Background: an optimization exercise with open tools, aiming at small area and a short achievable clock period. Do not read the settings as production practice. RTL that was checked went through simulation tests only; none was proved equivalent to the original. Function not checked in runs 3 to 5: the RTL went through the layout flow alone. Power is estimated from default activity; no workload was simulated.

`design/flow/config.mk`:
```
export PLATFORM = sky130hd
export DESIGN_NAME = data_mem_ctrl
export DESIGN_NICKNAME = data_mem_ctrl
export VERILOG_FILES = /design/flow/design.v
export SDC_FILE = /design/flow/constraint.sdc
export NUM_CORES = 4
export LEC_CHECK = 0
export CAP_MARGIN = 50
export CORE_MARGIN = 2
export CORE_UTILIZATION = 75
export CTS_CLUSTER_DIAMETER = 60
export CTS_CLUSTER_SIZE = 30
export PLACE_DENSITY = 0.75
export SETUP_SLACK_MARGIN = 2.3
export SLEW_MARGIN = 70
export SYNTH_HIERARCHICAL = 1
export SYNTH_MINIMUM_KEEP_SIZE = 0
```
`design/flow/constraint.sdc`:
```
create_clock -name core_clock -period 4.0 [get_ports {CLK}]
set_input_delay 0.8000 -clock core_clock [delete_from_list [all_inputs] [get_ports {CLK}]]
set_output_delay 0.8000 -clock core_clock [all_outputs]
set_load 0.01 [all_outputs]
```
`design/flow/design.v`:
```
package dmem_pkg;
  localparam int DMEM_DATA_W  = 8;
  localparam int DMEM_MAX_LAT = 15;
  typedef enum logic [1:0] {IDLE, BUSY, DONE} dmem_state_t;
endpackage
module dmem_ram
#(
  parameter int ADDR_W = 8
) (
  input  logic                   clk,
  input  logic [2**ADDR_W/4-1:0] clr_n_i,    
  input  logic [2**ADDR_W/4-1:0] set_n_i,    
  input  logic [dmem_pkg::DMEM_DATA_W-1:0] wdata_n_i,   
  output logic [2**ADDR_W/2*dmem_pkg::DMEM_DATA_W-1:0] taps_o
);
  localparam int DW    = dmem_pkg::DMEM_DATA_W;
  localparam int RINGS = 2**ADDR_W / 4;
  for (genvar k = 0; k < RINGS; k++) begin : g_ring
    dmem_ring u_ring (
      .clk      (clk),
      .clr_n_i  (clr_n_i[k]),
      .set_n_i  (set_n_i[k]),
      .wdata_n_i(wdata_n_i),
      .tap0_o   (taps_o[(2*k+0)*DW +: DW]),
      .tap2_o   (taps_o[(2*k+1)*DW +: DW])
    );
  end
endmodule
module dmem_ring (
  input  logic                   clk,
  input  logic                   clr_n_i,
  input  logic                   set_n_i,
  input  logic [dmem_pkg::DMEM_DATA_W-1:0] wdata_n_i,
  output logic [dmem_pkg::DMEM_DATA_W-1:0] tap0_o,
  output logic [dmem_pkg::DMEM_DATA_W-1:0] tap2_o
);
  logic [dmem_pkg::DMEM_DATA_W-1:0] p0_q, p1_q, p2_q, p3_q;
  always_ff @(posedge clk) begin
    p0_q <= p1_q;
    p1_q <= p2_q;
    p2_q <= ~(({dmem_pkg::DMEM_DATA_W{set_n_i}} | wdata_n_i) & p3_q);
    p3_q <= ~(p0_q & {dmem_pkg::DMEM_DATA_W{clr_n_i}});
  end
  assign tap0_o = p0_q;
  assign tap2_o = p2_q;
endmodule
module data_mem_ctrl
#(
  parameter int ADDR_W  = 8,
  parameter int LATENCY = 2
) (
  input  logic                   CLK,
  input  logic                   Reset,
  input  logic                   MemReq,
  input  logic                   MemWrite,
  input  logic [ADDR_W-1:0]      Addr,
  input  logic [dmem_pkg::DMEM_DATA_W-1:0] DataIn,
  output logic [dmem_pkg::DMEM_DATA_W-1:0] DataMemOut,
  output logic                   MemBusy,
  output logic                   MemDone
);
  localparam int DW    = dmem_pkg::DMEM_DATA_W;
  localparam int RINGS = 2**ADDR_W / 4;       
  localparam int NTAP  = 2**ADDR_W / 2;       
  if (LATENCY != 2) begin : g_lat_check
    $error("data_mem_ctrl: this implementation supports LATENCY = 2 only");
  end
  logic          busy_q, s0_q, s1_q, done_q;
  logic          busy_out_q;     
  logic          accept;
  logic          write_q;
  logic [ADDR_W-1:0] addr_q;
  logic [DW-1:0] wdata_q;
  logic [DW-1:0] dout_q;
  logic [1:0]    phase_q;
  logic [1:0]    phase_nx;       
  logic          wb_valid_q;
  logic [ADDR_W-1:0] wb_addr_q;
  logic [DW-1:0] wb_data_q;
  logic [NTAP*DW-1:0] taps;      
  assign accept   = ~busy_q & MemReq;
  assign phase_nx = phase_q + 2'd1;
  always_ff @(posedge CLK) begin
    if (Reset) begin
      busy_q     <= 1'b0;
      busy_out_q <= 1'b0;
      s0_q       <= 1'b0;
      s1_q       <= 1'b0;
      done_q     <= 1'b0;
    end else begin
      busy_q     <= accept | s0_q | s1_q;
      busy_out_q <= (MemReq & ~busy_out_q) | s0_q | s1_q;    
      s0_q       <= accept;
      s1_q       <= s0_q;
      done_q     <= s1_q;
    end
  end
  always_ff @(posedge CLK) begin
    if (accept) begin
      write_q <= MemWrite;
      addr_q  <= Addr;
      wdata_q <= DataIn;
    end
  end
  always_ff @(posedge CLK) begin
    phase_q <= phase_nx;
  end
  logic          commit_w;       
  logic          wbv_nx;         
  logic [ADDR_W-1:0] wba_nx;     
  logic          clr_a_nx, clr_b_nx;
  logic [ADDR_W-3:0] clr_ring_nx;
  logic [7:0]    clr_hi_q, clr_lo_q, clr_hi, set_hi_q, set_lo_q;
  logic          clr_a_q;        
  logic          set_q;          
  logic [RINGS-1:0] clr_n, set_n;
  assign commit_w    = s1_q & write_q & ~Reset;
  assign wbv_nx      = commit_w | (wb_valid_q & ~set_q);
  assign wba_nx      = commit_w ? addr_q : wb_addr_q;
  assign clr_a_nx    = s0_q & write_q & ~Reset & (addr_q[1:0] == phase_nx);
  assign clr_b_nx    = wbv_nx & (wba_nx[1:0] == phase_nx);
  assign clr_ring_nx = clr_a_nx ? addr_q[ADDR_W-1:2] : wba_nx[ADDR_W-1:2];
  always_ff @(posedge CLK) begin
    for (int x = 0; x < 8; x++) begin
      clr_hi_q[x] <= (clr_a_nx | clr_b_nx) & (clr_ring_nx[5:3] == 3'(x));
      clr_lo_q[x] <= (clr_ring_nx[2:0] == 3'(x));
    end
    clr_a_q  <= clr_a_nx;
    set_hi_q <= clr_hi;
    set_lo_q <= clr_lo_q;
    set_q    <= |clr_hi;
  end
  assign clr_hi = clr_hi_q & {8{~(clr_a_q & Reset)}};
  always_comb begin
    for (int k = 0; k < RINGS; k++) begin
      clr_n[k] = ~(clr_hi[k/8] & clr_lo_q[k%8]);
      set_n[k] = ~(set_hi_q[k/8] & set_lo_q[k%8]);
    end
  end
  always_ff @(posedge CLK) begin
    if (commit_w) begin
      wb_valid_q <= 1'b1;
      wb_addr_q  <= addr_q;
      wb_data_q  <= wdata_q;
    end else if (set_q) begin
      wb_valid_q <= 1'b0;
    end
  end
  dmem_ram #(.ADDR_W(ADDR_W)) u_ram (
    .clk      (CLK),
    .clr_n_i  (clr_n),
    .set_n_i  (set_n),
    .wdata_n_i(~wb_data_q),
    .taps_o   (taps)
  );
  logic [ADDR_W-1:0] la_nx;      
  logic              lt_nx;      
  logic [NTAP-1:0]   sline_q;    
  logic [NTAP-1:0]   sline;
  logic [DW-1:0]     rd_now;     
  logic [DW-1:0]     part_q;     
  logic              late;       
  logic              fwd;        
  logic              ld1;        
  assign la_nx = busy_q ? addr_q : Addr;
  assign lt_nx = la_nx[1] ^ phase_nx[1];
  always_ff @(posedge CLK) begin
    for (int i = 0; i < NTAP; i++) sline_q[i] <= ({la_nx[ADDR_W-1:2], lt_nx} == (ADDR_W-1)'(i));
  end
  assign sline = sline_q;
  logic [DW-1:0]     rd_lo, rd_hi;  
  for (genvar b = 0; b < DW; b++) begin : g_bit
    logic [NTAP-1:0] d;
    for (genvar i = 0; i < NTAP; i++) begin : g_tap
      assign d[i] = taps[i*DW + b];
    end
    dmem_rd_or64 u_lo (.sel_i(sline[NTAP/2-1:0]),    .d_i(d[NTAP/2-1:0]),    .y_o(rd_lo[b]));
    dmem_rd_or64 u_hi (.sel_i(sline[NTAP-1:NTAP/2]), .d_i(d[NTAP-1:NTAP/2]), .y_o(rd_hi[b]));
  end
  assign rd_now = rd_lo | rd_hi;
  always_ff @(posedge CLK) begin
    part_q <= rd_now;
  end
  assign late = addr_q[0] ^ phase_q[0];
  assign fwd  = wb_valid_q & (wb_addr_q == addr_q);
  assign ld1  = s1_q & ~write_q;
  logic          take_now;       
  logic [DW-1:0] dout_other;     
  assign take_now   = ~Reset & ld1 & ~fwd & ~late;
  assign dout_other = Reset ? '0
                    : ~ld1  ? dout_q
                    : fwd   ? wb_data_q
                    : late  ? part_q
                    :         '0;
  for (genvar b = 0; b < DW; b++) begin : g_dout
    logic d;
    dmem_a221o u_sel (.a1(rd_lo[b]), .a2(take_now), .b1(rd_hi[b]), .b2(take_now), .c1(dout_other[b]), .x(d));
    always_ff @(posedge CLK) dout_q[b] <= d;
  end
  assign DataMemOut = dout_q;
  assign MemBusy    = busy_out_q;
  assign MemDone    = done_q;
endmodule
module dmem_rd_or64 (
  input  logic [63:0] sel_i,
  input  logic [63:0] d_i,
  output logic        y_o
);
  logic [7:0] o;      
  logic [3:0] o_n;    
  for (genvar i = 0; i < 8; i++) begin : g_or8
    dmem_rd_or8 u_or8 (.sel_i(sel_i[8*i +: 8]), .d_i(d_i[8*i +: 8]), .y_o(o[i]));
  end
  for (genvar i = 0; i < 4; i++) begin : g_nor
    dmem_nor2 u_nor (.a(o[2*i]), .b(o[2*i+1]), .y(o_n[i]));
  end
  dmem_nand4 u_nand (.a(o_n[0]), .b(o_n[1]), .c(o_n[2]), .d(o_n[3]), .y(y_o));
endmodule
module dmem_nor2 (
  input  logic a, b,
  output logic y
);
  assign y = ~(a | b);
endmodule
module dmem_nand4 (
  input  logic a, b, c, d,
  output logic y
);
  assign y = ~(a & b & c & d);
endmodule
module dmem_a221o (
  input  logic a1, a2, b1, b2, c1,
  output logic x
);
  assign x = (a1 & a2) | (b1 & b2) | c1;
endmodule
module dmem_rd_or8 (
  input  logic [7:0] sel_i,
  input  logic [7:0] d_i,
  output logic       y_o
);
  assign y_o = |(sel_i & d_i);
endmodule
```
`design/flow/flow/run.sh`:
```
#!/bin/bash
# Own flow: the standard synthesis unchanged, then the standard layout steps
# with the delay cells (dlygate*, clkdlybuf*) added to the don't-use list so
# that the resizer does not pick them as port or signal buffers.
set -euo pipefail
PLATFORM_DONT_USE="sky130_fd_sc_hd__probe_p_8 sky130_fd_sc_hd__probec_p_8 sky130_fd_sc_hd__lpflow_bleeder_1 sky130_fd_sc_hd__lpflow_clkbufkapwr_1 sky130_fd_sc_hd__lpflow_clkbufkapwr_16 sky130_fd_sc_hd__lpflow_clkbufkapwr_2 sky130_fd_sc_hd__lpflow_clkbufkapwr_4 sky130_fd_sc_hd__lpflow_clkbufkapwr_8 sky130_fd_sc_hd__lpflow_clkinvkapwr_1 sky130_fd_sc_hd__lpflow_clkinvkapwr_16 sky130_fd_sc_hd__lpflow_clkinvkapwr_2 sky130_fd_sc_hd__lpflow_clkinvkapwr_4 sky130_fd_sc_hd__lpflow_clkinvkapwr_8 sky130_fd_sc_hd__lpflow_decapkapwr_12 sky130_fd_sc_hd__lpflow_decapkapwr_3 sky130_fd_sc_hd__lpflow_decapkapwr_4 sky130_fd_sc_hd__lpflow_decapkapwr_6 sky130_fd_sc_hd__lpflow_decapkapwr_8 sky130_fd_sc_hd__lpflow_inputiso0n_1 sky130_fd_sc_hd__lpflow_inputiso0p_1 sky130_fd_sc_hd__lpflow_inputiso1n_1 sky130_fd_sc_hd__lpflow_inputiso1p_1 sky130_fd_sc_hd__lpflow_inputisolatch_1 sky130_fd_sc_hd__lpflow_isobufsrc_1 sky130_fd_sc_hd__lpflow_isobufsrc_16 sky130_fd_sc_hd__lpflow_isobufsrc_2 sky130_fd_sc_hd__lpflow_isobufsrc_4 sky130_fd_sc_hd__lpflow_isobufsrc_8 sky130_fd_sc_hd__lpflow_isobufsrckapwr_16 sky130_fd_sc_hd__lpflow_lsbuf_lh_hl_isowell_tap_1 sky130_fd_sc_hd__lpflow_lsbuf_lh_hl_isowell_tap_2 sky130_fd_sc_hd__lpflow_lsbuf_lh_hl_isowell_tap_4 sky130_fd_sc_hd__lpflow_lsbuf_lh_isowell_4 sky130_fd_sc_hd__lpflow_lsbuf_lh_isowell_tap_1 sky130_fd_sc_hd__lpflow_lsbuf_lh_isowell_tap_2 sky130_fd_sc_hd__lpflow_lsbuf_lh_isowell_tap_4 "
EXTRA_DONT_USE="sky130_fd_sc_hd__dlygate4sd1_1 sky130_fd_sc_hd__dlygate4sd2_1 sky130_fd_sc_hd__dlygate4sd3_1 sky130_fd_sc_hd__dlymetal6s2s_1 sky130_fd_sc_hd__dlymetal6s4s_1 sky130_fd_sc_hd__dlymetal6s6s_1 sky130_fd_sc_hd__clkdlybuf4s15_1 sky130_fd_sc_hd__clkdlybuf4s15_2 sky130_fd_sc_hd__clkdlybuf4s18_1 sky130_fd_sc_hd__clkdlybuf4s18_2 sky130_fd_sc_hd__clkdlybuf4s25_1 sky130_fd_sc_hd__clkdlybuf4s25_2 sky130_fd_sc_hd__clkdlybuf4s50_1 sky130_fd_sc_hd__clkdlybuf4s50_2"
bash standard.sh synth > synth.log 2>&1
bash standard.sh "DONT_USE_CELLS=$PLATFORM_DONT_USE $EXTRA_DONT_USE" finish > layout.log 2>&1
```
`design/flow/standard.sh`:
```
#!/bin/bash
# synth_recipe.tcl (not shown) runs the flow's synth.tcl, then flattens the netlist and writes it again
# the make line also repeats each setting of config.mk as NAME=value (left out here)
make -C /OpenROAD-flow-scripts/flow DESIGN_CONFIG=/design/flow/config.mk WORK_HOME=/design/flow/orfs CLKGATE_MAP_FILE= SYNTH_SCRIPT=/design/flow/synth_recipe.tcl "${@:-finish}"
```
==> results.py, run 1 <==
metrics = {
    "min_path": {
        "worstHoldPathType": "reg2reg",
    },
    "grt": {
        "grt_pass1_vias": 34950,
        "track_usage": 0.3726,
        "grt_max_degree": 46,
        "grt_pass1_wl_um": 218700,
        "antenna_found_initial": 6,
        "grt_overflow": 0,
    },
    "worst_setup_path": {
        "crit_buf_inv": 3,
        "arrival_ns": 2.77,
        "crit_path_max_fanout": 5,
        "critPathLaunchType": "register",
        "critical_path.top_delay_family": "compound AO/OA/AOI/OAI gates",
        "cp_slowest_cell": "edfxtp_1",
        "end_kind": "register",
        "cp_cell_sequence": "xnor2_1, nand3_1, nor4_4, buf_4, buf_6, buf_1, nand2_1, a311oi_1, a221o_1",
        "slowest_delay_ns": 0.46,
        "crit_required_ns": 4.63,
        "worstSetupPathType": "reg2reg",
    },
    "sta": {
        "setup_viol": 0,
        "rsz0062_at_grt": "yes",
        "slew_headroom": 0.4953,
        "finalCritPeriodShare": 0.5339,
        "setup_slack_ns": 1.864,
        "min_period_ns": 2.136,
        "slew_viol_final": 0,
        "finalHoldViolations": 0,
        "fmax_mhz": 468.3,
        "worst_pin_slew_ns": 0.7569,
        "tns_ns": 0,
        "skew_ns": 0.04103,
    },
    "detailed_routing": {
        "drt-pass1-iter-count": 8,
        "vias": 36630,
        "vias_per_cell": 6.286,
        "post-route-drc-count": 0,
        "ant_nets": 0,
        "initialDrtViolationCount": 4693,
        "post_drt_wl_per_cell_um": 26.34,
        "drt-total-wl_um": 153500,
    },
    "synthesis": {
        "synth_warnings": 8,
        "synth_ff_type": "dfxtp_1",
        "synth-compound-area-share": 0.1160,
        "async_reset_ff_frac": 0,
        "synth_nets": 4632,
        "synthCells": 4612,
        "ys_seq_area_frac": 0.7866,
        "synthXorXnorAreaFrac": 0.001963,
        "synthAdderAreaFrac": 0,
        "synth_top_family_by_area": "compound AO/OA/AOI/OAI gates",
        "syn_avg_cell_area_um2": 12.58,
        "synth_edf_count": 25,
        "synthMuxAreaShare": 0.002911,
        "yosys.area_share.simple": 0.08167,
        "ys_seq_elements": 2267,
        "netlist-cell-type-count": 41,
        "synth_area_um2": 58020,
    },
    "floorplanning": {
        "ioPinCount": 30,
        "core_um2": 76200,
        "row_count": 101,
        "die_w_um": 282.1,
        "die_h_um": 282.1,
        "initial_core_util": 0.7613,
        "dieArea_um2": 79590,
    },
    "run": {
        "timing.max_cap.violations": 0,
    },
    "cts": {
        "clock_sinks": 2267,
        "cts_buffers": 98,
        "insertion_delay_ns": 0.72,
        "clockBufferDepth": 3,
        "root_buffer": "clkbuf_16",
        "cts_max_level": 3,
        "clk_pin_slew_ns": 0.11,
        "cts_tree": "done",
    },
    "power_and_ir_drop": {
        "power_density_nw_per_um2": 567.0,
        "power_leakage_uw": 0.02368,
        "ir_drop_v": 0.0005392,
        "finalPower_uw": 36720,
    },
    "final_layout": {
        "area_growth_pct": 11.63,
        "final.fill_count": 3775,
        "drive_gt1_frac": 0.1325,
        "fin_nets": 4752,
    },
    "place": {
        "dp.final_hpwl_um": 96800,
        "place.gp.congestion": 0.9236,
        "dpl_worst_slack_ns": 1.529,
        "numPortBuffers": 29,
    },
    "outcome": {
        "outcome": "complete, no violations",
    },
}
==> cells in the final DEF (no fill, tap or decap), types with 12 or more instances in the layout <==
cell type and instances:
a22oi_1 462, a22oi_2 50, buf_1 61, buf_2 18, buf_6 33, clkbuf_16 100
clkinv_8 12, dfxtp_1 2108, dfxtp_2 74, dfxtp_4 60, edfxtp_1 25, inv_6 14
nand2_1 650, nand2_4 15, nand3b_1 12, nand4_1 146, nor2_1 88, nor2_2 64
nor2_4 65, nor2b_1 12, o21ai_0 260, o21ai_1 260
==> synth_stat cells (3+ instances only) <==
library cell / number / area (um^2)
buf_1: 9 / 33.78
o21ai_1: 256 / 1281
edfxtp_1: 25 / 750.7
nand3_1: 11 / 55.05
nor2b_1: 16 / 100.1
a221o_1: 8 / 80.08
nand4_1: 146 / 913.4
mux2i_1: 9 / 90.09
nor2_1: 217 / 814.5
clkbuf_1: 37 / 138.9
buf_2: 70 / 350.3
a311oi_1: 8 / 70.07
or2_2: 9 / 56.30
inv_1: 17 / 63.81
nand3b_1: 12 / 90.09
a22oi_1: 512 / 3844
and2_1: 8 / 50.05
nand2b_1: 3 / 18.77
o21ai_0: 268 / 1341
dfxtp_1: 2242 / 44880
mux2_2: 7 / 78.83
xnor2_1: 8 / 70.07
o41ai_1: 4 / 35.03
buf_6: 3 / 33.78
nand2_1: 681 / 2556
xor2_1: 5 / 43.79
==> flip-flops by register name (all words and copies together), names as in the netlist, 2 cells and up <==
| signal | flops |
|---|---|
| wb_addr_q | 8 |
| sline_q | 128 |
| addr_q | 8 |
| part_q | 8 |
| set_lo_q | 8 |
| dout_q | 8 |
| set_hi_q | 8 |
| clr_hi_q | 8 |
| phase_q | 2 |
| u_ram.g_ring.u_ring.p2_q | 512 |
| wb_data_q | 8 |
| u_ram.g_ring.u_ring.p3_q | 512 |
| u_ram.g_ring.u_ring.p1_q | 512 |
| u_ram.g_ring.u_ring.p0_q | 512 |
| wdata_q | 8 |
| clr_lo_q | 8 |
==> modules after synthesis, one instance, submodules excluded, excerpt <==
| module | cell area (um^2) | flip-flops and latches | copies in the design |
|---|---|---|---|
| data_mem_ctrl | 7147 | 219 | 1 |
| dmem_nor2 | 3.754 | 0 | 64 |
| dmem_ring | 715.7 | 32 | 64 |
| dmem_nand4 | 6.256 | 0 | 16 |
| dmem_rd_or8 | 36.28 | 0 | 128 |
| dmem_a221o | 10.01 | 0 | 8 |
==> per-stage QoR <==
| stage | area, um^2 | instances | util | hold WS (ns) |
|---|---|---|---|---|
| 2_1_floorplan | 58110 | 4612 | - | 0.3096 |
| 3_3_place_gp | 58980 | 5564 | 0.7740 | 0.3097 |
| 3_5_place_dp | 59340 | 5573 | 0.7787 | 0.3121 |
| 4_1_cts | 63640 | 5778 | 0.8352 | 0.3111 |
| 5_1_grt | 64760 | 5825 | 0.8498 | 0.3270 |
| 6_report | 64760 | 5827 | 0.8499 | 0.3220 |
==> report_power, final <==
part / internal [uW] / leakage (uW) / switching [uW]
clock: 5070 / 0.00155 / 7150
sequential: 23100 / 0.0186 / 645
combinational: 264 / 0.00358 / 464
total: 28500 / 0.0237 / 8260
==> timing repair <==
| item | in CTS | in global routing |
|---|---|---|
| cloned | 1 | 0 |
| resized for setup | 273 | 216 |
| pin swaps | 95 | 128 |
| buffers inserted | 43 | 44 |
| hold buffers | 0 | 0 |
| endpoints found under the setup margin | 170 | 167 |
==> cells by family after synthesis <==
| family | Yosys count |
|---|---|
| flops | 2267 |
| simple gates | 1113 |
| compound gates | 1066 |
| buf+inv | 137 |
| mux | 16 |
| xor+xnor | 13 |
==> metal layers <==
metal / up-vias / GRT usage / share of wire
li1: 16170 / - / -
met1: 17990 / 0.5338 / 0.41
met2: 2038 / 0.5719 / 0.44
met3: 436 / 0.05988 / 0.096
met4: 6 / 0.1522 / 0.053
met5: - / 0 / 0.00021
==> final cells by class <==
cell class,instances,area [um^2],area share
Clock buffer,111,2554,0.03943
Multi-Input combinational cell,2208,13190,0.2037
Clock inverter,50,643.1,0.009930
Antenna cell,4,10.01,0.0001546
Inverter,17,101.3,0.001565
Tap cell,1030,1289,0.01990
Sequential cell,2267,45950,0.7095
Timing Repair Buffer,140,1022,0.01578
==> final timing paths <==
path                                                      start                              end  slack, ns  depth (start not counted)
worst max-delay path                                  addr_q[1]                        dout_q[2]       1.86                          9
worst min-delay path            u_ram.g_ring[14].u_ring.p1_q[3]  u_ram.g_ring[14].u_ring.p0_q[3]       0.32                          0
worst max register to register                        addr_q[1]                        dout_q[2]       1.86                          9
worst min register to register  u_ram.g_ring[14].u_ring.p1_q[3]  u_ram.g_ring[14].u_ring.p0_q[3]       0.32                          0
==> run 2: changes to the inputs <==
--- a/design/flow/config.mk
+++ b/design/flow/config.mk
@@ -11,7 +11,7 @@
 export CTS_CLUSTER_DIAMETER = 60
 export CTS_CLUSTER_SIZE = 30
 export PLACE_DENSITY = 0.75
-export SETUP_SLACK_MARGIN = 2.3
+export SETUP_SLACK_MARGIN = 2.0
 export SLEW_MARGIN = 70
 export SYNTH_HIERARCHICAL = 1
 export SYNTH_MINIMUM_KEEP_SIZE = 0
==> results.py, run 2 <==
metrics = {
    "outcome": {
        "outcome": "complete, no violations",
    },
    "place": {
        "numPortBuffers": 29,
        "dp.final_hpwl_um": 92570,
        "place.gp.congestion": 0.9379,
        "dp.cells": 5578,
        "placed_cell_area_um2": 59410,
    },
    "synthesis": {
        "async_reset_ff_frac": 0,
        "synth_area_um2": 58020,
        "synth.largest_area_cell": "dfxtp_1",
        "ys_top_cells_by_area": "dfxtp_1 77%, a22oi_1 6.6%, nand2_1 4.4%",
        "synthCells": 4612,
        "synth_warnings": 8,
        "netlist-cell-type-count": 41,
        "synth_nets": 4632,
        "ys_seq_area_frac": 0.7866,
        "synth.top_cells.by_count": "2242 x dfxtp_1, 681 x nand2_1, 512 x a22oi_1",
        "yosysMostFrequentCell": "dfxtp_1",
        "synth_ff_type": "dfxtp_1",
        "synth_edf_count": 25,
        "syn_avg_cell_area_um2": 12.58,
        "ys_seq_elements": 2267,
        "synth_top_area_share": 0.7736,
    },
    "sta": {
        "min_period_ns": 2.079,
        "rsz0062_at_grt": "yes",
        "slew_headroom": 0.6931,
        "fmax_mhz": 481.0,
        "slew_viol_final": 0,
        "finalCritPeriodShare": 0.5198,
        "skew_ns": 0.03488,
        "worst_pin_slew_ns": 0.4555,
        "tns_ns": 0,
        "setup_viol": 0,
        "finalHoldViolations": 0,
    },
    "worst_setup_path": {
        "arrival_ns": 2.66,
        "crit_path_max_fanout": 8,
        "critPathLaunchType": "register",
        "slowest_delay_ns": 0.46,
        "crit_required_ns": 4.58,
        "cp_slowest_cell": "dfxtp_1",
        "r2r-start": "sline_q[24]",
        "reg2reg_depth": 5,
        "crit_end": "dout_q[0]",
        "critical_path.top_delay_family": "simple AND/OR/NAND/NOR gates",
        "end_kind": "register",
        "cpMostUsedCell": "nand4_1",
        "crit_buf_inv": 0,
        "crit_path_start": "sline_q[24]",
        "crit_cells": 5,
        "rr_endpoint": "dout_q[0]",
        "worstSetupPathType": "reg2reg",
        "rrSetupSlack_ns": 1.92,
        "cp_cell_sequence": "a22oi_1, nand4_1, nor2_4, nand4_1, a221o_1",
    },
    "floorplanning": {
        "core_um2": 76200,
        "row_count": 101,
        "ioPinCount": 30,
        "dieArea_um2": 79590,
        "die_w_um": 282.1,
        "die_h_um": 282.1,
        "initial_core_util": 0.7613,
    },
    "grt": {
        "antenna_found_initial": 7,
        "grt_max_degree": 39,
        "grt_pass1_vias": 34480,
        "track_usage": 0.3661,
        "grt_pass1_wl_um": 214700,
        "grt_overflow": 0,
    },
    "final_layout": {
        "final_common_cell": "dfxtp_1",
        "area_growth_pct": 9.045,
        "fin_nets": 4696,
        "layout_common_cells": "2198 x dfxtp_1, 655 x nand2_1, 501 x a22oi_1",
        "finalInstanceArea_um2": 63260,
        "drive_gt1_frac": 0.07618,
        "instances_no_fill": 5771,
    },
    "detailed_routing": {
        "vias_per_cell": 6.218,
        "wl_met3_um": 14160,
        "drt-pass1-iter-count": 6,
        "ant_nets": 0,
        "wl_met1_um": 60900,
        "highest_layer": "met5",
        "wl_met2_um": 64080,
        "post-route-drc-count": 0,
        "initialDrtViolationCount": 4382,
        "vias": 35880,
        "drt-total-wl_um": 146900,
        "post_drt_wl_per_cell_um": 25.45,
    },
    "run": {
        "timing.max_cap.violations": 0,
    },
    "cts": {
        "insertion_delay_ns": 0.71,
        "cts_tree": "done",
        "cts_max_level": 3,
        "postCtsHoldBufs": 0,
        "cts_buffers": 100,
        "clockBufferDepth": 3,
        "root_buffer": "clkbuf_16",
        "clock_sinks": 2267,
        "clk_pin_slew_ns": 0.11,
    },
    "power_and_ir_drop": {
        "finalPower_uw": 36770,
        "power_leakage_uw": 0.02339,
        "ir_drop_v": 0.0004575,
        "power_density_nw_per_um2": 581.2,
    },
    "min_path": {
        "hp-start": "u_ram.g_ring[11].u_ring.p1_q[1]",
        "worstHoldPathType": "reg2reg",
    },
}
## run 2: cell counts after synthesis
Identical to the previous run, type by type.
## run 2: cell families after synthesis
family / Yosys count / share of synthesized area
compound gates: 1066 / 0.1161
simple gates: 1113 / 0.08167
flops: 2267 / 0.7866
xor+xnor: 13 / 0.001963
buf+inv: 137 / 0.01083
mux: 16 / 0.002912
## run 2: how the worst min path moves through the flow
stage	to	slack, ns	cells after the start
after floorplan	u_ram.g_ring[0].u_ring.p0_q[0]	0.31	0
after CTS	u_ram.g_ring[11].u_ring.p0_q[1]	0.31	0
after global routing	u_ram.g_ring[12].u_ring.p0_q[2]	0.31	0
after global placement	u_ram.g_ring[31].u_ring.p0_q[0]	0.31	0
after detailed placement	u_ram.g_ring[23].u_ring.p0_q[2]	0.31	0
final	u_ram.g_ring[11].u_ring.p0_q[1]	0.31	0
## run 2: stage by stage
stage / hold WS [ns] / utilization / worst slack (ns)
final: 0.3130 / 0.8302 / 1.921
after global routing: 0.3145 / 0.8301 / 1.876
after CTS: 0.3118 / 0.8266 / 1.931
after detailed placement: 0.3121 / 0.7796 / 1.598
after global placement: 0.3096 / 0.7740 / 1.215
after floorplan: 0.3096 / - / 2.050
## run 2: layer usage
layer / up-vias / track usage
met5: - / 0
met3: 358 / 0.06310
met4: 2 / 0.1788
met2: 1848 / 0.5385
li1: 16070 / -
met1: 17600 / 0.5301
## run 2: layout make-up
| class | instances | area, um^2 |
|---|---|---|
| well taps | 1030 | 1289 |
| fillers | 4125 | 12940 |
| multi-input cells | 2208 | 12260 |
| inverters | 17 | 118.9 |
| flip-flops and latches | 2267 | 45750 |
| clock buffers | 113 | 2594 |
| diodes | 2 | 5.005 |
| clock inverters | 52 | 715.7 |
| repair buffers | 82 | 535.5 |
## run 2: worst reg2reg max path, cell delays in order, from the launching register on
cell and delay [ns]:
dfxtp_1 0.46, a22oi_1 0.27, nand4_1 0.32, nor2_4 0.24, nand4_1 0.24, a221o_1 0.41
## run 2: modules after synthesis, one instance, submodules excluded, a selection
module | flip-flops and latches | times used | area [um^2]
dmem_a221o | 0 | 8 | 10.01
dmem_ring | 32 | 64 | 715.7
dmem_nand4 | 0 | 16 | 6.256
data_mem_ctrl | 219 | 1 | 7147
dmem_nor2 | 0 | 64 | 3.754
dmem_rd_or8 | 0 | 128 | 36.28
## run 2: repair_timing
item,in CTS,in global routing
buffers inserted,13,13
hold endpoints to repair,0,0
pin swaps,7,15
setup endpoints to repair,154,47
gates cloned,0,0
gates resized for setup,80,37
## run 2: power by group
| group | switching [uW] | internal, uW | total (uW) | leakage (uW) |
|---|---|---|---|---|
| registers | 600 | 23200 | 23800 | 0.0185 |
| clock network | 7150 | 5230 | 12400 | 0.00161 |
| logic | 431 | 204 | 635 | 0.00329 |
==> run 3: changes to the inputs <==
--- a/design/flow/design.v
+++ b/design/flow/design.v
@@ -193,8 +193,10 @@
                     : late  ? part_q
                     :         '0;
   for (genvar b = 0; b < DW; b++) begin : g_dout
-    logic d;
-    dmem_a221o u_sel (.a1(rd_lo[b]), .a2(take_now), .b1(rd_hi[b]), .b2(take_now), .c1(dout_other[b]), .x(d));
+    logic lo_n, hi_n, d;
+    dmem_nand2 u_lo  (.a(rd_lo[b]), .b(take_now), .y(lo_n));
+    dmem_nand2 u_hi  (.a(rd_hi[b]), .b(take_now), .y(hi_n));
+    dmem_nand3 u_sel (.a(lo_n), .b(hi_n), .c(~dout_other[b]), .y(d));
     always_ff @(posedge CLK) dout_q[b] <= d;
   end
   assign DataMemOut = dout_q;
@@ -228,11 +230,17 @@
 );
   assign y = ~(a & b & c & d);
 endmodule
-module dmem_a221o (
-  input  logic a1, a2, b1, b2, c1,
-  output logic x
-);
-  assign x = (a1 & a2) | (b1 & b2) | c1;
+module dmem_nand2 (
+  input  logic a, b,
+  output logic y
+);
+  assign y = ~(a & b);
+endmodule
+module dmem_nand3 (
+  input  logic a, b, c,
+  output logic y
+);
+  assign y = ~(a & b & c);
 endmodule
 module dmem_rd_or8 (
   input  logic [7:0] sel_i,
==> results.py, run 3 <==
metrics = {
    "sta": {
        "skew_ns": 0.02950,
        "finalCritPeriodShare": 0.5310,
        "slew_headroom": 0.6142,
        "slew_viol_final": 0,
        "finalHoldViolations": 0,
        "tns_ns": 0,
        "fmax_mhz": 470.8,
        "rsz0062_at_grt": "yes",
        "setup_viol": 0,
        "min_period_ns": 2.124,
        "worst_pin_slew_ns": 0.5787,
    },
    "outcome": {
        "outcome": "complete, no violations",
    },
    "floorplanning": {
        "die_h_um": 282.0,
        "row_count": 101,
        "initial_core_util": 0.7608,
        "die_w_um": 282.0,
        "ioPinCount": 30,
        "core_um2": 76200,
        "dieArea_um2": 79540,
    },
    "cts": {
        "postCtsHoldBufs": 0,
        "clk_pin_slew_ns": 0.10,
        "cts_tree": "done",
        "cts_max_level": 3,
        "clockBufferDepth": 3,
        "root_buffer": "clkbuf_16",
        "clock_sinks": 2267,
        "insertion_delay_ns": 0.72,
        "cts_buffers": 101,
    },
    "worst_setup_path": {
        "critical_path.top_delay_family": "simple AND/OR/NAND/NOR gates",
        "crit_buf_inv": 0,
        "slowest_delay_ns": 0.55,
        "crit_required_ns": 4.63,
        "critPathLaunchType": "register",
        "worstSetupPathType": "reg2reg",
        "crit_path_max_fanout": 20,
        "cp_cell_sequence": "mux2i_2, xnor2_1, nor2_2, nand2_2, nor2_1",
        "rrSetupSlack_ns": 1.88,
        "arrival_ns": 2.76,
        "r2r-start": "busy_q",
        "end_kind": "register",
        "rr_endpoint": "sline_q[80]",
        "cp_slowest_cell": "dfxtp_4",
        "reg2reg_depth": 5,
    },
    "synthesis": {
        "synthMuxAreaShare": 0.002137,
        "synthCells": 4618,
        "yosys.area_share.simple": 0.08434,
        "synth_warnings": 8,
        "synth_top_family_by_area": "compound AO/OA/AOI/OAI gates",
        "yosysMostFrequentCell": "dfxtp_1",
        "ys_seq_area_frac": 0.7871,
        "synthAdderAreaFrac": 0,
        "synth_area_um2": 57980,
        "syn_avg_cell_area_um2": 12.55,
        "async_reset_ff_frac": 0,
        "netlist-cell-type-count": 46,
        "synth_top_area_share": 0.7742,
        "ys_seq_elements": 2267,
        "ys_top_cells_by_area": "dfxtp_1 77%, a22oi_1 6.6%, nand2_1 4.6%",
        "synthXorXnorAreaFrac": 0.002201,
        "synth.top_cells.by_count": "2242 x dfxtp_1, 712 x nand2_1, 512 x a22oi_1",
        "synth_nets": 4638,
        "synth_edf_count": 25,
        "synth_ff_type": "dfxtp_1",
        "synth.largest_area_cell": "dfxtp_1",
        "synth-compound-area-share": 0.1144,
    },
    "power_and_ir_drop": {
        "power_density_nw_per_um2": 572.4,
        "ir_drop_v": 0.0005031,
        "finalPower_uw": 36370,
        "power_leakage_uw": 0.02355,
    },
    "grt": {
        "antenna_found_initial": 13,
        "grt_overflow": 0,
        "track_usage": 0.3677,
        "grt_pass1_vias": 35360,
        "grt_max_degree": 42,
        "grt_pass1_wl_um": 216200,
    },
    "place": {
        "numPortBuffers": 29,
        "place.gp.congestion": 0.9034,
        "dp.final_hpwl_um": 92880,
    },
    "min_path": {
        "whs_path_depth": 1,
        "hp-start": "DataIn[7]",
        "worstHoldPathType": "in2reg",
        "min_to": "wdata_q[7]",
    },
    "detailed_routing": {
        "vias_per_cell": 6.199,
        "ant_nets": 0,
        "post-route-drc-count": 0,
        "drt-total-wl_um": 147700,
        "drt-pass1-iter-count": 6,
        "post_drt_wl_per_cell_um": 25.44,
        "vias": 35980,
        "initialDrtViolationCount": 4395,
    },
    "final_layout": {
        "multiInputGateArea_um2": 12340,
        "final.fill_count": 4060,
        "fin_nets": 4729,
        "final_common_cell": "dfxtp_1",
        "area_growth_pct": 9.595,
        "drive_gt1_frac": 0.08384,
        "fin_util": 0.8338,
        "regArea_um2": 45770,
        "layout_common_cells": "2183 x dfxtp_1, 681 x nand2_1, 504 x a22oi_1",
    },
    "run": {
        "timing.max_cap.violations": 0,
    },
}
-- run 3: cell count changes after synthesis, sizes merged, moves of 7 or more --
cell and delta:
nor2b -10, a221o -8, nand2 +31, a311oi -8, o21ai -8, buf -7
a311o +8
-- run 3: cell families (layout without fill, tap and decap cells) --
group                  after synthesis  after routing
other                                0              4
AND/OR/NAND/NOR                   1147           1147
buffers and inverters              128            281
AO/OA/AOI/OAI                     1051           1051
multiplexers                        12             12
flip-flops                        2267           2267
XOR/XNOR                            13             13
-- run 3: timing repair --
item,in CTS,in global routing
gates cloned,0,2
setup buffers,23,20
pin swaps,11,17
endpoints found under the setup margin,50,132
resized for setup,76,67
hold endpoints to repair,0,0
-- run 3: final cells by class --
cell class,instances,share of cell area
antenna,4,0.0001575
clock inverter,48,0.009787
inverter,14,0.002009
tap,1030,0.02028
multi-input combinational,2223,0.1942
clock buffer,117,0.04255
sequential,2267,0.7203
timing repair buffer,102,0.01067
-- run 3: routing by layer --
| metal | GRT usage | up-vias | part of all wire |
|---|---|---|---|
| li1 | - | 16110 | - |
| met1 | 0.5005 | 17650 | 0.41 |
| met2 | 0.5640 | 1764 | 0.45 |
| met3 | 0.07979 | 443 | 0.091 |
| met4 | 0.1807 | 20 | 0.051 |
| met5 | 0 | - | 0.0010 |
-- run 3: how the worst max path moves through the flow --
stage                                            to  slack [ns]  cells past startpoint  startpoint
global placement    u_ram.g_ring[20].u_ring.p3_q[4]        0.92                      6       Reset
CTS                                   DataMemOut[4]        1.93                      1   dout_q[4]
detailed placement                      clr_hi_q[0]        1.01                     10       Reset
global route                            sline_q[80]        1.81                      5      busy_q
floorplan                               clr_hi_q[4]        1.75                      6       Reset
finish                                  sline_q[80]        1.88                      5      busy_q
-- run 3: through the flow --
stage / hold slack, ns / cell area (um^2) / setup WS (ns) / std cells
after global placement: 0.3095 / 59020 / 0.9220 / 5579
after CTS: 0.2272 / 63110 / 1.934 / 5777
after global routing: 0.2334 / 63540 / 1.807 / 5804
after floorplan: 0.3096 / 58040 / 1.750 / 4618
final: 0.2519 / 63540 / 1.876 / 5805
after detailed placement: 0.3121 / 59450 / 1.007 / 5589
-- run 3: per-module statistics from Yosys (local to each module, per instance), a selection --
module	cell area [um^2]	flip-flops and latches	cells inside	times used
data_mem_ctrl	7088	219	738	1
dmem_ring	715.7	32	49	64
dmem_rd_or8	36.28	0	5	128
dmem_nand4	6.256	0	1	16
dmem_nand3	5.005	0	1	8
dmem_nand2	3.754	0	1	16
dmem_nor2	3.754	0	1	64
-- run 3: power by group --
group / leakage, uW / switching [uW] / internal, uW
Clock: 0.00162 / 7170 / 5310
Combinational: 0.00358 / 360 / 184
Sequential: 0.0184 / 468 / 22900
Total: 0.0235 / 8000 / 28400
==> run 4: changes to the inputs <==
--- a/design/flow/design.v
+++ b/design/flow/design.v
@@ -182,7 +182,11 @@
     part_q <= rd_now;
   end
   assign late = addr_q[0] ^ phase_q[0];
-  assign fwd  = wb_valid_q & (wb_addr_q == addr_q);
+  logic          fwd_q;
+  always_ff @(posedge CLK) begin
+    fwd_q <= wb_valid_q & (wb_addr_q == addr_q);
+  end
+  assign fwd  = fwd_q;
   assign ld1  = s1_q & ~write_q;
   logic          take_now;       
   logic [DW-1:0] dout_other;     
==> results.py, run 4 <==
metrics = {
    "outcome": {
        "outcome": "complete, no violations",
    },
    "worst_setup_path": {
        "worstSetupPathType": "reg2out",
        "critical_path.top_delay_family": "flip-flops",
        "critPathLaunchType": "register",
        "r2r-start": "busy_q",
        "crit_required_ns": 3.20,
        "cp_slowest_cell": "dfxtp_4",
        "crit_path_start": "dout_q[7]",
        "crit_buf_inv": 1,
        "crit_path_max_fanout": 2,
        "slowest_delay_ns": 0.43,
        "arrival_ns": 1.27,
        "cp_cell_sequence": "buf_6",
        "end_kind": "primary output",
    },
    "synthesis": {
        "syn_avg_cell_area_um2": 12.50,
        "yosys.area_share.simple": 0.08347,
        "synth-compound-area-share": 0.1160,
        "synthMuxAreaShare": 0.001423,
        "synth.top_cells.by_count": "2243 x dfxtp_1, 709 x nand2_1, 512 x a22oi_1",
        "ys_seq_area_frac": 0.7866,
        "synth_top_area_share": 0.7736,
        "async_reset_ff_frac": 0,
        "synth_area_um2": 58040,
        "synth_nets": 4662,
        "ys_top_cells_by_area": "dfxtp_1 77%, a22oi_1 6.6%, nand2_1 4.6%",
        "synthCells": 4642,
        "synth_ff_type": "dfxtp_1",
        "synth.largest_area_cell": "dfxtp_1",
        "yosysMostFrequentCell": "dfxtp_1",
        "ys_seq_elements": 2268,
        "synth_warnings": 8,
        "synthAdderAreaFrac": 0,
        "synthXorXnorAreaFrac": 0.002199,
        "synth_top_family_by_area": "compound AO/OA/AOI/OAI gates",
        "netlist-cell-type-count": 46,
        "synth_edf_count": 25,
    },
    "detailed_routing": {
        "initialDrtViolationCount": 4532,
        "drt-total-wl_um": 148700,
        "vias_per_cell": 6.196,
        "drt-pass1-iter-count": 6,
        "ant_nets": 0,
        "post_drt_wl_per_cell_um": 25.64,
        "post-route-drc-count": 0,
        "vias": 35930,
    },
    "grt": {
        "track_usage": 0.3705,
        "grt_max_degree": 46,
        "antenna_found_initial": 6,
        "grt_pass1_vias": 35140,
        "grt_pass1_wl_um": 215900,
        "grt_overflow": 0,
    },
    "final_layout": {
        "finalInstanceArea_um2": 63310,
        "final_common_cell": "dfxtp_1",
        "layout_common_cells": "2198 x dfxtp_1, 676 x nand2_1, 512 x a22oi_1",
        "drive_gt1_frac": 0.07523,
        "diodes": 0,
        "fin_nets": 4714,
        "area_growth_pct": 9.069,
        "instances_no_fill": 5799,
    },
    "sta": {
        "setup_viol": 0,
        "rsz0062_at_grt": "yes",
        "slew_viol_final": 0,
        "skew_ns": 0.02858,
        "finalHoldViolations": 0,
        "tns_ns": 0,
        "slew_headroom": 0.6583,
        "finalCritPeriodShare": 0.5182,
        "worst_pin_slew_ns": 0.5107,
        "fmax_mhz": 482.5,
        "min_period_ns": 2.073,
    },
    "cts": {
        "root_buffer": "clkbuf_16",
        "clock_sinks": 2268,
        "postCtsHoldBufs": 0,
        "cts_max_level": 3,
        "insertion_delay_ns": 0.71,
        "cts_tree": "done",
        "cts_buffers": 100,
        "clk_pin_slew_ns": 0.11,
        "clockBufferDepth": 3,
    },
    "floorplanning": {
        "die_h_um": 282.2,
        "core_um2": 77080,
        "row_count": 102,
        "die_w_um": 282.2,
        "initial_core_util": 0.7530,
        "ioPinCount": 30,
        "dieArea_um2": 79630,
    },
    "power_and_ir_drop": {
        "ir_drop_v": 0.0005057,
        "power_leakage_uw": 0.02342,
        "power_density_nw_per_um2": 574.8,
        "finalPower_uw": 36390,
    },
    "min_path": {
        "worstHoldPathType": "reg2reg",
        "hp-start": "u_ram.g_ring[59].u_ring.p1_q[4]",
    },
    "place": {
        "placed_cell_area_um2": 59560,
        "place.gp.congestion": 0.9400,
        "numPortBuffers": 29,
        "dp.cells": 5614,
        "dp.final_hpwl_um": 94240,
    },
    "run": {
        "timing.max_cap.violations": 0,
    },
}
==> run 4: cell count changes after synthesis, moves of 5 or more <==
cell / change
a211o_1: +8
a311o_1: -8
a21oi_1: +7
o41ai_1: +5
nand3b_1: -10
clkbuf_1: +6
o21ai_0: +6
nor2_1: +6
==> run 4: per-layer routing <==
layer	vias to the layer above	track usage	share of wire
met5	-	0	0.00015
met4	4	0.1861	0.054
met3	367	0.07310	0.096
met2	1776	0.5628	0.44
met1	17680	0.5124	0.41
li1	16110	-	-
==> run 4: per-module statistics from Yosys, one instance, submodules excluded, a selection <==
| module | flops+latches | times used |
|---|---|---|
| dmem_ring | 32 | 64 |
| data_mem_ctrl | 220 | 1 |
| dmem_rd_or8 | 0 | 128 |
| dmem_nand2 | 0 | 16 |
| dmem_nand4 | 0 | 16 |
| dmem_nand3 | 0 | 8 |
| dmem_nor2 | 0 | 64 |
==> run 4: timing repair <==
item	CTS	global route
setup endpoints to repair	149	71
gates resized for setup	56	15
pin swaps	2	0
buffers inserted	8	8
==> run 4: area by class of cell <==
type,instances,area [um^2]
clock inverter,55,671.9
timing repair buffer,71,500.5
fill,4373,13780
inverter,17,126.4
tap,1040,1301
multi-input combinational,2236,12250
clock buffer,112,2684
sequential,2268,45770
==> run 4: stage by stage <==
stage	worst slack [ns]	hold WS, ns	util
global route	1.917	0.3119	0.8213
floorplan	1.961	0.3096	-
global placement	0.9584	0.3095	0.7664
CTS	1.944	0.3085	0.8187
detailed placement	1.075	0.3121	0.7726
finish	1.927	0.3106	0.8213
==> run 4: logic make-up after synthesis <==
group / count (synthesis)
AO/OA/AOI/OAI: 1070
XOR/XNOR: 13
buffers and inverters: 138
flip-flops: 2268
multiplexers: 8
AND/OR/NAND/NOR: 1145
==> run 4: path summary, 6_finish.rpt <==
path | to | slack [ns] | cells after the start
max reg2reg | sline_q[17] | 1.95 | 5
min reg2reg | u_ram.g_ring[59].u_ring.p0_q[4] | 0.31 | 0
max | DataMemOut[7] | 1.93 | 1
min | u_ram.g_ring[59].u_ring.p0_q[4] | 0.31 | 0
==> run 4: power breakdown <==
group | switching [uW] | total, uW | internal (uW)
combinational | 349 | 514 | 165
clock | 7210 | 12500 | 5260
sequential | 517 | 23400 | 22900
==> run 5: changes to the inputs <==
--- a/design/flow/config.mk
+++ b/design/flow/config.mk
@@ -8,8 +8,8 @@
 export CAP_MARGIN = 50
 export CORE_MARGIN = 2
 export CORE_UTILIZATION = 75
-export CTS_CLUSTER_DIAMETER = 60
-export CTS_CLUSTER_SIZE = 30
+export CTS_CLUSTER_DIAMETER = 45
+export CTS_CLUSTER_SIZE = 22
 export PLACE_DENSITY = 0.75
 export SETUP_SLACK_MARGIN = 2.0
 export SLEW_MARGIN = 70
==> results.py, run 5 <==
metrics = {
    "sta": {
        "tns_ns": 0,
        "setup_viol": 0,
        "rsz0062_at_grt": "yes",
        "worst_pin_slew_ns": 0.5372,
        "finalCritPeriodShare": 0.5284,
        "skew_ns": 0.03833,
        "slew_viol_final": 0,
        "min_period_ns": 2.114,
        "fmax_mhz": 473.1,
        "finalHoldViolations": 0,
        "slew_headroom": 0.6386,
    },
    "cts": {
        "cts_tree": "done",
        "clk_pin_slew_ns": 0.08,
        "root_buffer": "clkbuf_16",
        "cts_max_level": 4,
        "cts_buffers": 145,
        "clock_sinks": 2268,
        "clockBufferDepth": 3,
        "postCtsHoldBufs": 0,
        "insertion_delay_ns": 0.77,
    },
    "synthesis": {
        "synth_nets": 4662,
        "ys_seq_area_frac": 0.7866,
        "ys_seq_elements": 2268,
        "synth_ff_type": "dfxtp_1",
        "synth_edf_count": 25,
        "synth.top_cells.by_count": "2243 x dfxtp_1, 709 x nand2_1, 512 x a22oi_1",
        "synth_warnings": 8,
        "synth.largest_area_cell": "dfxtp_1",
        "synth_area_um2": 58040,
        "synthCells": 4642,
        "async_reset_ff_frac": 0,
        "ys_top_cells_by_area": "dfxtp_1 77%, a22oi_1 6.6%, nand2_1 4.6%",
        "synth_top_area_share": 0.7736,
        "syn_avg_cell_area_um2": 12.50,
        "yosysMostFrequentCell": "dfxtp_1",
        "netlist-cell-type-count": 46,
    },
    "detailed_routing": {
        "drt-total-wl_um": 153400,
        "post-route-drc-count": 0,
        "vias": 36800,
        "wl_met1_um": 61430,
        "wl_met3_um": 15470,
        "drt-pass1-iter-count": 9,
        "wl_met2_um": 68310,
        "highest_layer": "met5",
        "post_drt_wl_per_cell_um": 25.99,
        "initialDrtViolationCount": 4524,
        "ant_nets": 0,
        "vias_per_cell": 6.235,
    },
    "final_layout": {
        "regArea_um2": 45770,
        "final.fill_count": 3963,
        "multiInputGateArea_um2": 12370,
        "fin_nets": 4768,
        "drive_gt1_frac": 0.09547,
        "final_common_cell": "dfxtp_1",
        "layout_common_cells": "2190 x dfxtp_1, 675 x nand2_1, 510 x a22oi_1",
        "area_growth_pct": 12.22,
    },
    "floorplanning": {
        "row_count": 102,
        "die_h_um": 282.2,
        "initial_core_util": 0.7530,
        "core_um2": 77080,
        "ioPinCount": 30,
        "dieArea_um2": 79630,
        "die_w_um": 282.2,
    },
    "place": {
        "place.gp.congestion": 0.9400,
        "dp.final_hpwl_um": 94240,
        "numPortBuffers": 29,
    },
    "worst_setup_path": {
        "rrSetupSlack_ns": 1.89,
        "crit_path_max_fanout": 8,
        "reg2reg_depth": 5,
        "arrival_ns": 2.74,
        "rr_endpoint": "part_q[4]",
        "r2r-start": "sline_q[74]",
        "critPathLaunchType": "register",
        "worstSetupPathType": "reg2reg",
        "crit_required_ns": 4.63,
        "end_kind": "register",
    },
    "grt": {
        "grt_pass1_wl_um": 222000,
        "track_usage": 0.3809,
        "grt_pass1_vias": 36280,
        "grt_overflow": 0,
        "grt_max_degree": 46,
        "antenna_found_initial": 7,
    },
    "power_and_ir_drop": {
        "internal-power_uw": 30980,
        "power_frac_seq": 0.588,
        "power_leakage_uw": 0.02427,
        "switchingPower_uw": 8819,
        "power_frac_comb": 0.014,
        "sw_frac_of_total": 0.2216,
        "clock_power_share": 0.398,
        "power_density_nw_per_um2": 611.1,
        "ir_drop_v": 0.0004955,
        "finalPower_uw": 39800,
    },
    "outcome": {
        "outcome": "complete, no violations",
    },
    "min_path": {
        "whs_path_depth": 0,
        "worstHoldPathType": "reg2reg",
        "min_to": "u_ram.g_ring[7].u_ring.p0_q[3]",
        "hp-start": "u_ram.g_ring[7].u_ring.p1_q[3]",
    },
    "run": {
        "timing.max_cap.violations": 0,
    },
}
==> run 5: worst max-delay path by stage <==
stage / startpoint / end / slack, ns / depth (start not counted)
final: sline_q[74] / part_q[4] / 1.89 / 5
after global routing: dout_q[7] / DataMemOut[7] / 1.90 / 1
after CTS: dout_q[7] / DataMemOut[7] / 1.91 / 1
after detailed placement: Reset / clr_hi_q[5] / 1.07 / 10
after global placement: Reset / u_ram.g_ring[12].u_ring.p3_q[3] / 0.96 / 6
after floorplan: Reset / clr_hi_q[2] / 1.96 / 6
==> run 5: layout make-up <==
cell class,instances,share of cell area
Tap cell,1040,0.01998
Antenna cell,1,0.00003842
Clock buffer,172,0.06026
Timing Repair Buffer,80,0.008587
Sequential cell,2268,0.7027
Inverter,17,0.001940
Clock inverter,87,0.01656
Multi-Input combinational cell,2236,0.1899
==> run 5: through the flow <==
| stage | hold slack (ns) | cell area (um^2) | setup WS (ns) | utilization | cells |
|---|---|---|---|---|---|
| after floorplan | 0.3096 | 58110 | 1.961 | - | 4642 |
| after global placement | 0.3095 | 59080 | 0.9584 | 0.7664 | 5604 |
| after detailed placement | 0.3121 | 59560 | 1.075 | 0.7726 | 5614 |
| after CTS | 0.2819 | 64770 | 1.913 | 0.8402 | 5884 |
| after global routing | 0.3193 | 65130 | 1.903 | 0.8450 | 5901 |
| final | 0.3174 | 65130 | 1.886 | 0.8450 | 5901 |
==> run 5: critical path, cell delays in order, from the launching register on <==
cell and delay (ns):
dfxtp_1 0.46, a22oi_1 0.35, nand4_1 0.21, nor2_1 0.46, nand4_1 0.17, or2_2 0.33
==> run 5: per-module statistics from Yosys, one instance, submodules excluded, a selection <==
module	times used	cells	cell area (um^2)
dmem_nand3	8	1	5.005
dmem_nor2	64	1	3.754
data_mem_ctrl	1	762	7153
dmem_nand2	16	1	3.754
dmem_rd_or8	128	5	36.28
dmem_nand4	16	1	6.256
dmem_ring	64	49	715.7
==> run 5: cell families (layout without fill, tap and decap cells) <==
logic type	Yosys count	in the layout	synth area share
XOR/XNOR	13	13	0.002199
buffers and inverters	138	356	0.01037
AND/OR/NAND/NOR	1145	1145	0.08347
other	0	1	0
multiplexers	8	8	0.001423
AO/OA/AOI/OAI	1070	1070	0.1160
flip-flops	2268	2268	0.7866
==> run 5: power groups by stage <==
stage | registers (uW) | clock network [uW] | logic [uW]
after global routing | 23400 | 16800 | 581
after CTS | 23400 | 15900 | 478
after floorplan | 23500 | 0 | 343
after detailed placement | 23900 | 0 | 449
final | 23400 | 15800 | 563
after global placement | 23900 | 0 | 396
==> run 5: what timing repair did <==
item                       4_1_cts  5_1_grt
setup endpoints to repair      133       48
gates resized for setup         57       37
pin swaps                        2        8
buffers inserted                11       15
==> run 5: per-layer routing <==
metal,up-vias,global-route usage
li1,16290,-
met1,18100,0.5113
met2,1949,0.5802
met3,444,0.09556
met4,6,0.1914
met5,-,0
==> run 6: changes to the inputs <==
--- a/design/flow/design.v
+++ b/design/flow/design.v
@@ -67,6 +67,7 @@
   end
   logic          busy_q, s0_q, s1_q, done_q;
   logic          busy_out_q;     
+  logic          busy_la_q;      
   logic          accept;
   logic          write_q;
   logic [ADDR_W-1:0] addr_q;
@@ -84,12 +85,14 @@
     if (Reset) begin
       busy_q     <= 1'b0;
       busy_out_q <= 1'b0;
+      busy_la_q  <= 1'b0;
       s0_q       <= 1'b0;
       s1_q       <= 1'b0;
       done_q     <= 1'b0;
     end else begin
       busy_q     <= accept | s0_q | s1_q;
       busy_out_q <= (MemReq & ~busy_out_q) | s0_q | s1_q;    
+      busy_la_q  <= (MemReq & ~busy_la_q) | s0_q | s1_q;     
       s0_q       <= accept;
       s1_q       <= s0_q;
       done_q     <= s1_q;
@@ -162,7 +165,7 @@
   logic              late;       
   logic              fwd;        
   logic              ld1;        
-  assign la_nx = busy_q ? addr_q : Addr;
+  assign la_nx = busy_la_q ? addr_q : Addr;
   assign lt_nx = la_nx[1] ^ phase_nx[1];
   always_ff @(posedge CLK) begin
     for (int i = 0; i < NTAP; i++) sline_q[i] <= ({la_nx[ADDR_W-1:2], lt_nx} == (ADDR_W-1)'(i));
--- a/design/flow/config.mk
+++ b/design/flow/config.mk
@@ -8,10 +8,10 @@
 export CAP_MARGIN = 50
 export CORE_MARGIN = 2
 export CORE_UTILIZATION = 75
-export CTS_CLUSTER_DIAMETER = 45
-export CTS_CLUSTER_SIZE = 22
+export CTS_CLUSTER_DIAMETER = 60
+export CTS_CLUSTER_SIZE = 30
 export PLACE_DENSITY = 0.75
-export SETUP_SLACK_MARGIN = 2.0
+export SETUP_SLACK_MARGIN = 1.9
 export SLEW_MARGIN = 70
 export SYNTH_HIERARCHICAL = 1
 export SYNTH_MINIMUM_KEEP_SIZE = 0
==> results.py, run 6 <==
metrics = {
    "synthesis": {
        "synth_top_area_share": 0.7742,
        "netlist-cell-type-count": 43,
        "synth_area_um2": 58020,
        "synth.largest_area_cell": "dfxtp_1",
        "synth_warnings": 8,
        "syn_avg_cell_area_um2": 12.53,
        "synth_nets": 4651,
        "ys_seq_elements": 2269,
        "async_reset_ff_frac": 0,
        "synth_ff_type": "dfxtp_1",
        "synth_edf_count": 25,
        "yosysMostFrequentCell": "dfxtp_1",
        "ys_seq_area_frac": 0.7872,
        "synth.top_cells.by_count": "2244 x dfxtp_1, 714 x nand2_1, 512 x a22oi_1",
        "synthCells": 4631,
        "ys_top_cells_by_area": "dfxtp_1 77%, a22oi_1 6.6%, nand2_1 4.6%",
    },
    "cts": {
        "cts_max_level": 3,
        "clk_pin_slew_ns": 0.11,
        "cts_tree": "done",
        "cts_buffers": 97,
        "clockBufferDepth": 3,
        "clock_sinks": 2269,
        "root_buffer": "clkbuf_16",
        "insertion_delay_ns": 0.71,
    },
    "grt": {
        "grt_pass1_vias": 34810,
        "antenna_found_initial": 13,
        "grt_overflow": 0,
        "grt_max_degree": 43,
        "grt_pass1_wl_um": 217300,
        "track_usage": 0.3711,
    },
    "power_and_ir_drop": {
        "power_density_nw_per_um2": 569.7,
        "ir_drop_v": 0.0004515,
        "power_leakage_uw": 0.02329,
    },
    "worst_setup_path": {
        "crit_path_max_fanout": 8,
        "critPathLaunchType": "register",
        "crit_required_ns": 4.60,
        "arrival_ns": 2.75,
        "end_kind": "register",
        "worstSetupPathType": "reg2reg",
    },
    "place": {
        "dp.cells": 5598,
        "numPortBuffers": 29,
        "placed_cell_area_um2": 59530,
        "dp.final_hpwl_um": 94390,
        "place.gp.congestion": 0.9091,
    },
    "detailed_routing": {
        "drt-total-wl_um": 149000,
        "vias": 36000,
        "initialDrtViolationCount": 4618,
        "post_drt_wl_per_cell_um": 25.86,
        "vias_per_cell": 6.247,
        "drt-pass1-iter-count": 8,
        "ant_nets": 0,
        "post-route-drc-count": 0,
    },
    "sta": {
        "skew_ns": 0.03608,
        "finalHoldViolations": 0,
        "slew_viol_final": 0,
        "tns_ns": 0,
        "worst_pin_slew_ns": 0.5340,
        "setup_viol": 0,
        "slew_headroom": 0.6338,
        "rsz0062_at_grt": "no",
        "fmax_mhz": 465.9,
        "finalCritPeriodShare": 0.5367,
        "min_period_ns": 2.147,
    },
    "final_layout": {
        "final.fill_count": 4286,
        "fin_nets": 4695,
        "drive_gt1_frac": 0.06954,
        "layout_common_cells": "2198 x dfxtp_1, 684 x nand2_1, 512 x a22oi_1",
        "final_common_cell": "dfxtp_1",
        "finalInstanceArea_um2": 62910,
        "instances_no_fill": 5763,
        "area_growth_pct": 8.416,
    },
    "floorplanning": {
        "dieArea_um2": 79600,
        "row_count": 101,
        "die_w_um": 282.1,
        "core_um2": 76330,
        "die_h_um": 282.1,
        "initial_core_util": 0.7602,
        "ioPinCount": 30,
    },
    "min_path": {
        "worstHoldPathType": "reg2reg",
    },
    "run": {
        "timing.max_cap.violations": 0,
    },
    "outcome": {
        "outcome": "complete, no violations",
    },
}
run 6: repair_timing:
action,in CTS,in global routing
hold buffers,0,0
pin swaps,3,3
gates resized for setup,23,23
buffers inserted,5,2
endpoints found under the setup margin,31,84
run 6: power breakdown:
part / total, uW / leakage [uW] / switching (uW) / internal (uW)
registers: 23400 / 0.0184 / 479 / 22900
clock network: 12000 / 0.00151 / 7040 / 4920
logic: 497 / 0.00341 / 344 / 153
total: 35800 / 0.0233 / 7870 / 28000
run 6: per-layer routing:
metal	vias to the layer above	track usage	wire [um]
li1	16030	-	-
met1	17750	0.5405	62890
met2	1847	0.5434	64210
met3	351	0.07450	15160
met4	16	0.1633	6659
met5	-	0	97
run 6: per-stage QoR:
step,setup slack [ns],util,hold slack (ns),total power (uW)
global placement,0.8644,0.7738,0.3096,24220
floorplan,1.780,-,0.3096,23820
CTS,1.896,0.8217,0.3159,35790
detailed placement,1.136,0.7799,0.3121,24300
finish,1.853,0.8241,0.3172,35840
global route,1.890,0.8241,0.3214,36670
run 6: area by class of cell:
class	instances	area, um^2	share of cell area
clock inverters	46	581.8	0.009249
multi-input cells	2233	12250	0.1947
flip-flops and latches	2269	45790	0.7279
clock buffers	109	2522	0.04010
well taps	1030	1289	0.02049
diodes	2	5.005	0.00007956
inverters	14	102.6	0.001631
repair buffers	60	369.1	0.005868
run 6: path summary, 6_finish.rpt:
| kind | endpoint | from | slack, ns | cells after the start |
|---|---|---|---|---|
| min reg2reg | u_ram.g_ring[61].u_ring.p0_q[2] | u_ram.g_ring[61].u_ring.p1_q[2] | 0.32 | 0 |
| max reg2reg | part_q[5] | sline_q[21] | 1.85 | 5 |
| max | part_q[5] | sline_q[21] | 1.85 | 5 |
| min | u_ram.g_ring[61].u_ring.p0_q[2] | u_ram.g_ring[61].u_ring.p1_q[2] | 0.32 | 0 |
run 6: cell families after synthesis:
family,count (synthesis),synth area share
buffers and inverters,129,0.009855
and+or+nand+nor,1148,0.08369
DFF,2269,0.7872
xor gates and xnor gates,13,0.002200
AOI/OAI and AO/OA,1060,0.1149
muxes,12,0.002135
run 6: worst max-delay path, cell delays in order, from the launching register on:
cell,delay (ns)
dfxtp_1,0.44
a22oi_1,0.41
nand4_1,0.25
nor2_2,0.31
nand4_1,0.28
or2_2,0.35
run 6: Yosys stat by module (local to each module, per instance), excerpt:
module	times used	flip-flops and latches
dmem_nand2	16	0
dmem_ring	64	32
dmem_nand3	8	0
dmem_nor2	64	0
dmem_rd_or8	128	0
dmem_nand4	16	0
data_mem_ctrl	1	221
==> run 7: changes to the inputs <==
--- a/design/flow/config.mk
+++ b/design/flow/config.mk
@@ -11,7 +11,7 @@
 export CTS_CLUSTER_DIAMETER = 60
 export CTS_CLUSTER_SIZE = 30
 export PLACE_DENSITY = 0.75
-export SETUP_SLACK_MARGIN = 1.9
+export SETUP_SLACK_MARGIN = 2.15
 export SLEW_MARGIN = 70
 export SYNTH_HIERARCHICAL = 1
 export SYNTH_MINIMUM_KEEP_SIZE = 0
==> results.py, run 7 <==
metrics = {
    "cts": {
        "postCtsHoldBufs": 0,
        "insertion_delay_ns": 0.70,
        "cts_buffers": 97,
        "root_buffer": "clkbuf_16",
        "cts_max_level": 3,
        "cts_tree": "done",
        "clock_sinks": 2269,
        "clk_pin_slew_ns": 0.11,
    },
    "synthesis": {
        "async_reset_ff_frac": 0,
        "synth_top_area_share": 0.7742,
        "netlist-cell-type-count": 43,
        "synth_ff_type": "dfxtp_1",
        "synth_area_um2": 58020,
        "ys_top_cells_by_area": "dfxtp_1 77%, a22oi_1 6.6%, nand2_1 4.6%",
        "synth.largest_area_cell": "dfxtp_1",
        "synthCells": 4631,
        "synth_warnings": 8,
        "synth_nets": 4651,
    },
    "final_layout": {
        "fin_nets": 4733,
        "area_growth_pct": 10.26,
        "fin_util": 0.8381,
        "finalInstanceArea_um2": 63970,
        "layout_common_cells": "2170 x dfxtp_1, 686 x nand2_1, 472 x a22oi_1",
        "final_common_cell": "dfxtp_1",
    },
    "power_and_ir_drop": {
        "sw_frac_of_total": 0.2198,
        "power_frac_seq": 0.648,
        "finalPower_uw": 36060,
        "power_leakage_uw": 0.02355,
        "clock_power_share": 0.334,
        "power_density_nw_per_um2": 563.6,
        "power_frac_comb": 0.018,
        "switchingPower_uw": 7926,
    },
    "detailed_routing": {
        "post-route-drc-count": 0,
        "vias": 36500,
        "ant_nets": 0,
        "drt-pass1-iter-count": 6,
        "post_drt_wl_per_cell_um": 26.14,
        "drt-total-wl_um": 151700,
        "initialDrtViolationCount": 4726,
    },
    "sta": {
        "setup_viol": 0,
        "skew_ns": 0.03444,
        "slew_headroom": 0.6171,
        "slew_viol_final": 0,
        "rsz0062_at_grt": "yes",
        "fmax_mhz": 488.4,
        "finalHoldViolations": 0,
        "worst_pin_slew_ns": 0.5722,
    },
    "place": {
        "numPortBuffers": 29,
        "place.gp.congestion": 0.8885,
        "dp.cells": 5604,
    },
    "floorplanning": {
        "dieArea_um2": 79600,
        "initial_core_util": 0.7602,
        "core_um2": 76330,
        "row_count": 101,
    },
    "grt": {
        "track_usage": 0.3672,
        "grt_pass1_vias": 34390,
        "grt_pass1_wl_um": 215100,
        "grt_max_degree": 41,
    },
    "min_path": {
        "worstHoldPathType": "reg2reg",
        "whs_path_depth": 0,
        "min_to": "u_ram.g_ring[61].u_ring.p0_q[1]",
    },
    "worst_setup_path": {
        "end_kind": "register",
        "critPathLaunchType": "register",
        "rr_endpoint": "clr_hi_q[5]",
        "r2r-start": "addr_q[1]",
        "crit_path_max_fanout": 5,
        "rrSetupSlack_ns": 1.95,
        "worstSetupPathType": "reg2reg",
        "crit_required_ns": 4.61,
    },
    "run": {
        "timing.max_cap.violations": 0,
    },
    "outcome": {
        "outcome": "complete, no violations",
    },
}
[run 7: metrics by stage]
step | worst slack (ns) | hold slack, ns
6_report | 1.953 | 0.3246
5_1_grt | 1.929 | 0.3230
4_1_cts | 1.971 | 0.3192
3_5_place_dp | 1.238 | 0.3121
3_3_place_gp | 1.078 | 0.3095
2_1_floorplan | 1.781 | 0.3096
[run 7: routing by layer]
layer / GRT usage / wire length [um] / up-vias
li1: - / - / 16120
met1: 0.5208 / 61430 / 17890
met2: 0.5485 / 66830 / 2044
met3: 0.08136 / 15860 / 441
met4: 0.1600 / 7488 / 10
met5: 0 / 63 / -
[run 7: worst max path at each step]
| stage | start | end | slack (ns) | depth (start not counted) |
|---|---|---|---|---|
| floorplan | Reset | clr_lo_q[5] | 1.78 | 7 |
| global placement | Reset | clr_lo_q[6] | 1.08 | 7 |
| detailed placement | Reset | clr_hi_q[0] | 1.24 | 9 |
| CTS | done_q | MemDone | 1.97 | 1 |
| global route | addr_q[1] | clr_hi_q[0] | 1.93 | 8 |
| finish | addr_q[1] | clr_hi_q[5] | 1.95 | 8 |
[run 7: power by group through the flow]
| stage | combinational, uW | clock (uW) | sequential [uW] |
|---|---|---|---|
| floorplan | 317 | 0 | 23500 |
| global route | 676 | 12800 | 23400 |
| global placement | 408 | 0 | 23800 |
| CTS | 505 | 12000 | 23300 |
| finish | 659 | 12000 | 23400 |
| detailed placement | 461 | 0 | 23800 |
[run 7: layout make-up]
| type | count | area [um^2] |
|---|---|---|
| antenna | 5 | 12.51 |
| clock buffer | 113 | 2634 |
| clock inverter | 41 | 495.5 |
| fill | 4055 | 12350 |
| inverter | 14 | 120.1 |
| multi-input combinational | 2233 | 12890 |
| sequential | 2269 | 45860 |
| tap | 1030 | 1289 |
| timing repair buffer | 98 | 678.2 |
[run 7: cell families after synthesis]
logic type	Yosys count	synth area share
compound gates	1060	0.1149
xor+xnor	13	0.002200
buf+inv	129	0.009855
flops	2269	0.7872
mux	12	0.002135
simple gates	1148	0.08369
[run 7: repair_timing]
| action | 4_1_cts | 5_1_grt |
|---|---|---|
| pin swaps | 25 | 68 |
| buffers inserted | 11 | 26 |
| resized for setup | 149 | 124 |
| setup endpoints to repair | 168 | 158 |
[run 7: worst max-delay path, stage by stage (launching register included)]
cell,delay (ns)
edfxtp_1,0.40
buf_1,0.17
xnor3_1,0.31
a41oi_4,0.14
buf_6,0.17
buf_1,0.11
nor2b_2,0.24
o32ai_4,0.18
nor3b_2,0.22
[run 7: per-module statistics from Yosys (local to each module, per instance), excerpt]
module,cell area [um^2],cells
dmem_nand2,3.754,1
dmem_nor2,3.754,1
dmem_ring,715.7,49
dmem_nand4,6.256,1
data_mem_ctrl,7133,751
dmem_nand3,5.005,1
dmem_rd_or8,36.28,5

Check on run 7: ideal ports give 1.953 ns setup slack; a clkbuf_16 on the clock port and buf_2 on the inputs give 1.907 ns; moving port delays by the midpoint clock arrival (0.752 ns) as well gives 1.322 ns.
